What follows belongs to an exercise in optimizing a design on an open flow for small area, a short achievable clock period and few clock cycles per item; a production flow would make more cautious choices. Function was checked by simulation only, so behaviour that the tests miss may differ from the original.

==> inputs of run a <==
// aes128_iter_core
module aes128_iter_core #(
    parameter int unsigned ROUNDS_PER_CYCLE = 1
) (
    input  logic         clk,
    input  logic         rst_n,
    input  logic         in_valid,
    output logic         in_ready,
    input  logic [127:0] plaintext,
    input  logic [127:0] key,
    output logic         out_valid,
    input  logic         out_ready,
    output logic [127:0] ciphertext
);
clock: 6.5 ns
lec_check: 0
cap_margin: 20
core_margin: 2
core_utilization: 55
place_density: 0.75
setup_slack_margin: 2.8
slew_margin: 20
synth_hierarchical: 1
standard.sh (not shown) runs the stock make flow with config.mk's settings and CLKGATE_MAP_FILE= SYNTH_SCRIPT=/design/flow/synth_recipe.tcl, a recipe that flattens the netlist after the stock synthesis.
==> flow/flow/run.sh <==
#!/bin/bash
# Layout flow: the standard ORFS flow (standard.sh, unchanged synthesis), with the
# port buffers that placement inserts on every input and output made buf_2 cells
# instead of the default pick, and ORFS settings passed as make variables.
set -euo pipefail
cd "$(dirname "$0")/.."
bash standard.sh "BUFFER_PORTS_ARGS=-buffer_cell sky130_fd_sc_hd__buf_2" finish > standard_flow.log 2>&1
test -f out/final.def
==> inputs of run b, as changes to run a <==
--- a/flow/config.mk
+++ b/flow/config.mk
@@ -10,2 +10,4 @@
 export CORE_UTILIZATION = 55
+export CTS_CLUSTER_DIAMETER = 100
+export CTS_CLUSTER_SIZE = 30
 export PLACE_DENSITY = 0.75
==> flow_metrics.env <==
export IMPL_status="no timing/DRC/antenna violations"
export IMPL_grt_use_met2=0.533
export IMPL_cts_max_level=3
export IMPL_grt_pass1_vias=39513
export IMPL_wl_mm=171
export IMPL_required_ns=7.03
export IMPL_track_usage=0.339
export IMPL_finalNonFillerCells=7359
export IMPL_arrival_ns=4.22
export IMPL_antenna_found_initial=4
export IMPL_fillers=7686
export IMPL_hold_end="pb"
export IMPL_area_growth_pct=16.7
export IMPL_period_needed_ns=3.69
-- figures above: run a

==> flow_metrics.env <==
export IMPL_status="no timing/DRC/antenna violations"
export IMPL_hold_end="b_k[108]"
export IMPL_grt_pass1_vias=38839
export IMPL_arrival_ns=4.17
export IMPL_track_usage=0.333
export IMPL_period_needed_ns=3.67
export IMPL_wl_mm=168
export IMPL_area_growth_pct=13.2
export IMPL_finalNonFillerCells=7254
export IMPL_grt_use_met2=0.527
export IMPL_fillers=7911
-- figures above: run b

Testbench counts of run a, summed over its fixed seeds: cycles 16,024, items 1,600.
Testbench counts of run b, summed over its fixed seeds: cycles 16,024, items 1,600.

========
==> 12-22 <==
aes128_iter_core again, from the RTL that the note above started with.
==> module aes_g_a21o, before the edit <==
module aes_g_a21o (input logic a1, input logic a2, input logic b1, output logic y);
  assign y = (a1 & a2) | b1;
endmodule
==> module aes_hold_bank, before the edit <==
module aes_hold_bank #(
    parameter int unsigned W = 128
) (
    input  logic         ld_n,
    input  logic [W-1:0] d_n,
    input  logic [W-1:0] q,
    output logic [W-1:0] y
);
  for (genvar i = 0; i < W; i++) begin : g_bit
    logic x;
    aes_g_nand2 u_h (.a(ld_n), .b(q[i]), .y(x));
    aes_g_o21ai u_o (.a1(ld_n), .a2(d_n[i]), .b1(x), .y(y[i]));
  end
endmodule
==> module aes128_iter_core, before the edit <==
module aes128_iter_core #(
    parameter int unsigned ROUNDS_PER_CYCLE = 1
) (
    input  logic         clk,
    input  logic         rst_n,
    input  logic         in_valid,
    output logic         in_ready,
    input  logic [127:0] plaintext,
    input  logic [127:0] key,
    output logic         out_valid,
    input  logic         out_ready,
    output logic [127:0] ciphertext
);
    logic [127:0] a_s, a_k;         
    logic [127:0] b_u, b_k;         
    logic [111:0] b_m;              
    logic [15:0]  b_km;             
    logic [127:0] o_ct;             
    logic         o_v;
    logic         va, pa;           
    logic [3:0]   ra;               
    logic         vb, pb, lb;       
    logic [3:0]   rb;               
    logic         fa;               
    logic         fp;               
    logic [127:0] u;
    logic [111:0] m;
    logic [27:0]  km;
    logic [31:0]  w3a;
    aes_xor_bank #(.W(128)) u_ark (.a(a_s), .b(a_k), .y(u));
    for (genvar j = 0; j < 16; j++) begin : g_top
        aes_sbox_top u_st (.x(u[8*j +: 8]), .m(m[7*j +: 7]));
    end
    assign w3a = {a_k[23:0], a_k[31:24]};
    for (genvar j = 0; j < 4; j++) begin : g_ktop
        aes_sbox_top u_kt (.x(w3a[8*j +: 8]), .m(km[7*j +: 7]));
    end
    always_ff @(posedge clk) begin
        b_u  <= u;
        b_m  <= m;
        b_k  <= a_k;
        for (int j = 0; j < 4; j++) b_km[4*j +: 4] <= km[7*j + 3 +: 4];
    end
    logic [127:0] sub, shf, mc_n, kn_n, fin_ct_n;
    logic [31:0]  w3b, subrot;
    logic [31:0]  w0, w1, w2, w3, p0, p1, p2, p3;
    logic [7:0]   rcon;
    for (genvar j = 0; j < 16; j++) begin : g_bot
        aes_sbox_bot7 u_sb (.x(b_u[8*j +: 8]), .m(b_m[7*j +: 7]), .y(sub[8*j +: 8]));
    end
    always_comb begin
        for (int c = 0; c < 4; c++) begin
            for (int r = 0; r < 4; r++) begin
                shf[127-8*(4*c+r) -: 8] = sub[127-8*(4*((c+r)%4)+r) -: 8];
            end
        end
    end
    for (genvar c = 0; c < 4; c++) begin : g_mc
        aes_mixcol u_mc (.col(shf[127-32*c -: 32]), .res_n(mc_n[127-32*c -: 32]));
    end
    assign w3b = {b_k[23:0], b_k[31:24]};
    for (genvar j = 0; j < 4; j++) begin : g_kbot
        aes_sbox_bot u_kb (.x(w3b[8*j +: 8]), .m(b_km[4*j +: 4]), .y(subrot[8*j +: 8]));
    end
    always_comb begin
        case (rb)
            4'd0:    rcon = 8'h01;
            4'd1:    rcon = 8'h02;
            4'd2:    rcon = 8'h04;
            4'd3:    rcon = 8'h08;
            4'd4:    rcon = 8'h10;
            4'd5:    rcon = 8'h20;
            4'd6:    rcon = 8'h40;
            4'd7:    rcon = 8'h80;
            4'd8:    rcon = 8'h1b;
            4'd9:    rcon = 8'h36;
            default: rcon = 8'h00;
        endcase
    end
    assign {w0, w1, w2, w3} = b_k;
    assign p0 = w0 ^ {rcon, 24'h0};
    assign p1 = p0 ^ w1;
    assign p2 = p1 ^ w2;
    assign p3 = p2 ^ w3;
    aes_xnor_bank #(.W(128)) u_kx (.a({p0, p1, p2, p3}), .b({4{subrot}}), .y(kn_n));
    aes_xor_bank #(.W(128)) u_fin (.a(shf), .b(kn_n), .y(fin_ct_n));
    logic o_free, fin, wt, acc;
    logic va_n, pa_n, fa_n;
    logic [3:0] ra_n;
    logic ir_a, fin_n;
    assign o_free   = !o_v || out_ready;
    assign fin      = fp && o_free;
    assign fin_n    = !fin;
    assign wt       = lb && !fin;
    assign ir_a     = !vb || (fp && !o_v);
    aes_g_a21o u_ir (.a1(fp), .a2(out_ready), .b1(ir_a), .y(in_ready));
    assign acc      = in_valid && in_ready;
    logic         sel_hold;
    logic [127:0] a_s_d, a_k_d;
    assign sel_hold = !vb || lb;         
    aes_sel3_bank #(.W(128)) u_sels (.s0(in_ready), .s1(wt), .s01(sel_hold),
                                     .a(plaintext), .b(b_u), .c_n(mc_n), .y(a_s_d));
    aes_sel3_bank #(.W(128)) u_selk (.s0(in_ready), .s1(wt), .s01(sel_hold),
                                     .a(key), .b(b_k), .c_n(kn_n), .y(a_k_d));
    logic [127:0] o_ct_d;
    aes_hold_bank #(.W(128)) u_oh (.ld_n(fin_n), .d_n(fin_ct_n), .q(o_ct), .y(o_ct_d));
    always_ff @(posedge clk) begin
        a_s <= a_s_d;
        a_k <= a_k_d;
        o_ct <= o_ct_d;
    end
    always_comb begin
        va_n = vb && !fin;
        pa_n = pb;
        ra_n = rb + 4'd1;
        if (acc) begin
            va_n = 1'b1;
            pa_n = 1'b0;
            ra_n = 4'd0;
        end else if (wt) begin
            pa_n = ~pb;
            ra_n = rb;
        end
    end
    assign fa_n = !acc && !fa;
    always_ff @(posedge clk) begin
        ra <= ra_n;
        pa <= pa_n;
        rb <= ra;
        pb <= pa;
        fa <= fa_n;
        if (!rst_n) begin
            va  <= 1'b0;
            vb  <= 1'b0;
            lb  <= 1'b0;
            fp  <= 1'b0;
            o_v <= 1'b0;
        end else begin
            va <= va_n;
            vb <= va;
            lb <= va && (ra == 4'd9);
            fp <= va && (ra == 4'd9) && !pa && (!va_n || !fa_n);
            if (fin) begin
                o_v <= 1'b1;
            end else if (out_ready) begin
                o_v <= 1'b0;
            end
        end
    end
    assign out_valid  = o_v;
    assign ciphertext = o_ct;
endmodule
Settings: LEC_CHECK=0, CAP_MARGIN=20, CORE_MARGIN=2, CORE_UTILIZATION=55, PLACE_DENSITY=0.75, SETUP_SLACK_MARGIN=3.1, SLEW_MARGIN=20, SYNTH_HIERARCHICAL=1; clock period 6.5 ns.
Scripts as last shown in full above: flow/flow/run.sh
==> 07-07 (differences from 12-22) <==
- SETUP_SLACK_MARGIN: 3.1 -> 2.5
==> 01-08 (differences from 12-22) <==
--- a/flow/design.v
+++ b/flow/design.v
@@ -65,5 +65,2 @@
 endmodule
-module aes_g_a21o (input logic a1, input logic a2, input logic b1, output logic y);
-  assign y = (a1 & a2) | b1;
-endmodule
 module aes_sbox_top (
@@ -518,16 +515,2 @@
 endmodule
-module aes_hold_bank #(
-    parameter int unsigned W = 128
-) (
-    input  logic         ld_n,
-    input  logic [W-1:0] d_n,
-    input  logic [W-1:0] q,
-    output logic [W-1:0] y
-);
-  for (genvar i = 0; i < W; i++) begin : g_bit
-    logic x;
-    aes_g_nand2 u_h (.a(ld_n), .b(q[i]), .y(x));
-    aes_g_o21ai u_o (.a1(ld_n), .a2(d_n[i]), .b1(x), .y(y[i]));
-  end
-endmodule
 module aes_xor_bank #(
@@ -586,3 +569,3 @@
     end
-    logic [127:0] sub, shf, mc_n, kn_n, fin_ct_n;
+    logic [127:0] sub, shf, mc_n, kn_n, fin_ct;
     logic [31:0]  w3b, subrot;
@@ -628,3 +611,3 @@
     aes_xnor_bank #(.W(128)) u_kx (.a({p0, p1, p2, p3}), .b({4{subrot}}), .y(kn_n));
-    aes_xor_bank #(.W(128)) u_fin (.a(shf), .b(kn_n), .y(fin_ct_n));
+    aes_xnor_bank #(.W(128)) u_fin (.a(shf), .b(kn_n), .y(fin_ct));
     logic o_free, fin, wt, acc;
@@ -632,9 +615,6 @@
     logic [3:0] ra_n;
-    logic ir_a, fin_n;
     assign o_free   = !o_v || out_ready;
     assign fin      = fp && o_free;
-    assign fin_n    = !fin;
     assign wt       = lb && !fin;
-    assign ir_a     = !vb || (fp && !o_v);
-    aes_g_a21o u_ir (.a1(fp), .a2(out_ready), .b1(ir_a), .y(in_ready));
+    assign in_ready = !vb || fin;
     assign acc      = in_valid && in_ready;
@@ -642,3 +622,3 @@
     logic [127:0] a_s_d, a_k_d;
-    assign sel_hold = !vb || lb;         
+    assign sel_hold = in_ready || wt;
     aes_sel3_bank #(.W(128)) u_sels (.s0(in_ready), .s1(wt), .s01(sel_hold),
@@ -647,4 +627,2 @@
                                      .a(key), .b(b_k), .c_n(kn_n), .y(a_k_d));
-    logic [127:0] o_ct_d;
-    aes_hold_bank #(.W(128)) u_oh (.ld_n(fin_n), .d_n(fin_ct_n), .q(o_ct), .y(o_ct_d));
     always_ff @(posedge clk) begin
@@ -652,3 +630,3 @@
         a_k <= a_k_d;
-        o_ct <= o_ct_d;
+        if (fin) o_ct <= fin_ct;
     end
- CTS_BUF_LIST: unset -> sky130_fd_sc_hd__clkbuf_4 sky130_fd_sc_hd__clkbuf_8
- SETUP_SLACK_MARGIN: 3.1 -> 2.8
==> run summary <==
Of 01-08 and 07-07, 07-07 has the higher final cell count (gap about 2%, measured against 07-07).
Between 01-08 and 07-07, the lower area after synthesis is in 07-07 (gap 0.30%, measured against 07-07).
Between 07-07 and 12-22, the lower via count is in 07-07 (gap 2.7%, measured against 12-22).
Synthesized cell count: 01-08 is smaller than 07-07 (4.7%).
The lowest first-iteration DRC count belongs to 07-07, the highest to 12-22.
The highest setup slack belongs to 12-22, the lowest to 07-07.
Testbench counts of 12-22, summed over its fixed seeds: cycles 16,024, items 1,600.
Testbench counts of 07-07, summed over its fixed seeds: cycles 16,024, items 1,600.
Testbench counts of 01-08, summed over its fixed seeds: cycles 16,024, items 1,600.

==> static timing again, ports no longer ideal <==
The flow's constraints put no driver on any port. The routed layouts listed below were extracted and timed again, unchanged, in two steps. Step 1 sets driving cells, clkbuf_16 on the clock port and buf_2 on the other inputs (assumed; they add their load-dependent delay and slew). Step 2 also shifts input and output timing later by t, the mid clock arrival at the registers, as if the neighbouring blocks saw the same clock. Slacks: no drivers / after step 1 / after step 2; pairs: no drivers / after step 1.
run | t, ns | setup WS [ns] | latest minus earliest clock arrival (ns) | slew at the worst register clock pin (ns)
run a | 0.736 | 2.813 / 2.813 / 2.813 | 0.036 / 0.036 | 0.07 / 0.07
run b | 0.690 | 2.827 / 2.827 / 2.827 | 0.041 / 0.042 | 0.12 / 0.12
12-22 | 0.738 | 3.002 / 3.002 / 3.002 | 0.036 / 0.035 | 0.07 / 0.07
07-07 | 0.738 | 2.604 / 2.604 / 2.604 | 0.034 / 0.035 | 0.06 / 0.06
01-08 | 0.906 | 2.766 / 2.766 / 2.727 | 0.049 / 0.050 | 0.07 / 0.07
After both steps every run listed still meets setup and hold. For 01-08, which loses most, drivers alone change the setup slack by 0.000 ns; drivers and shift together by -0.039 ns.
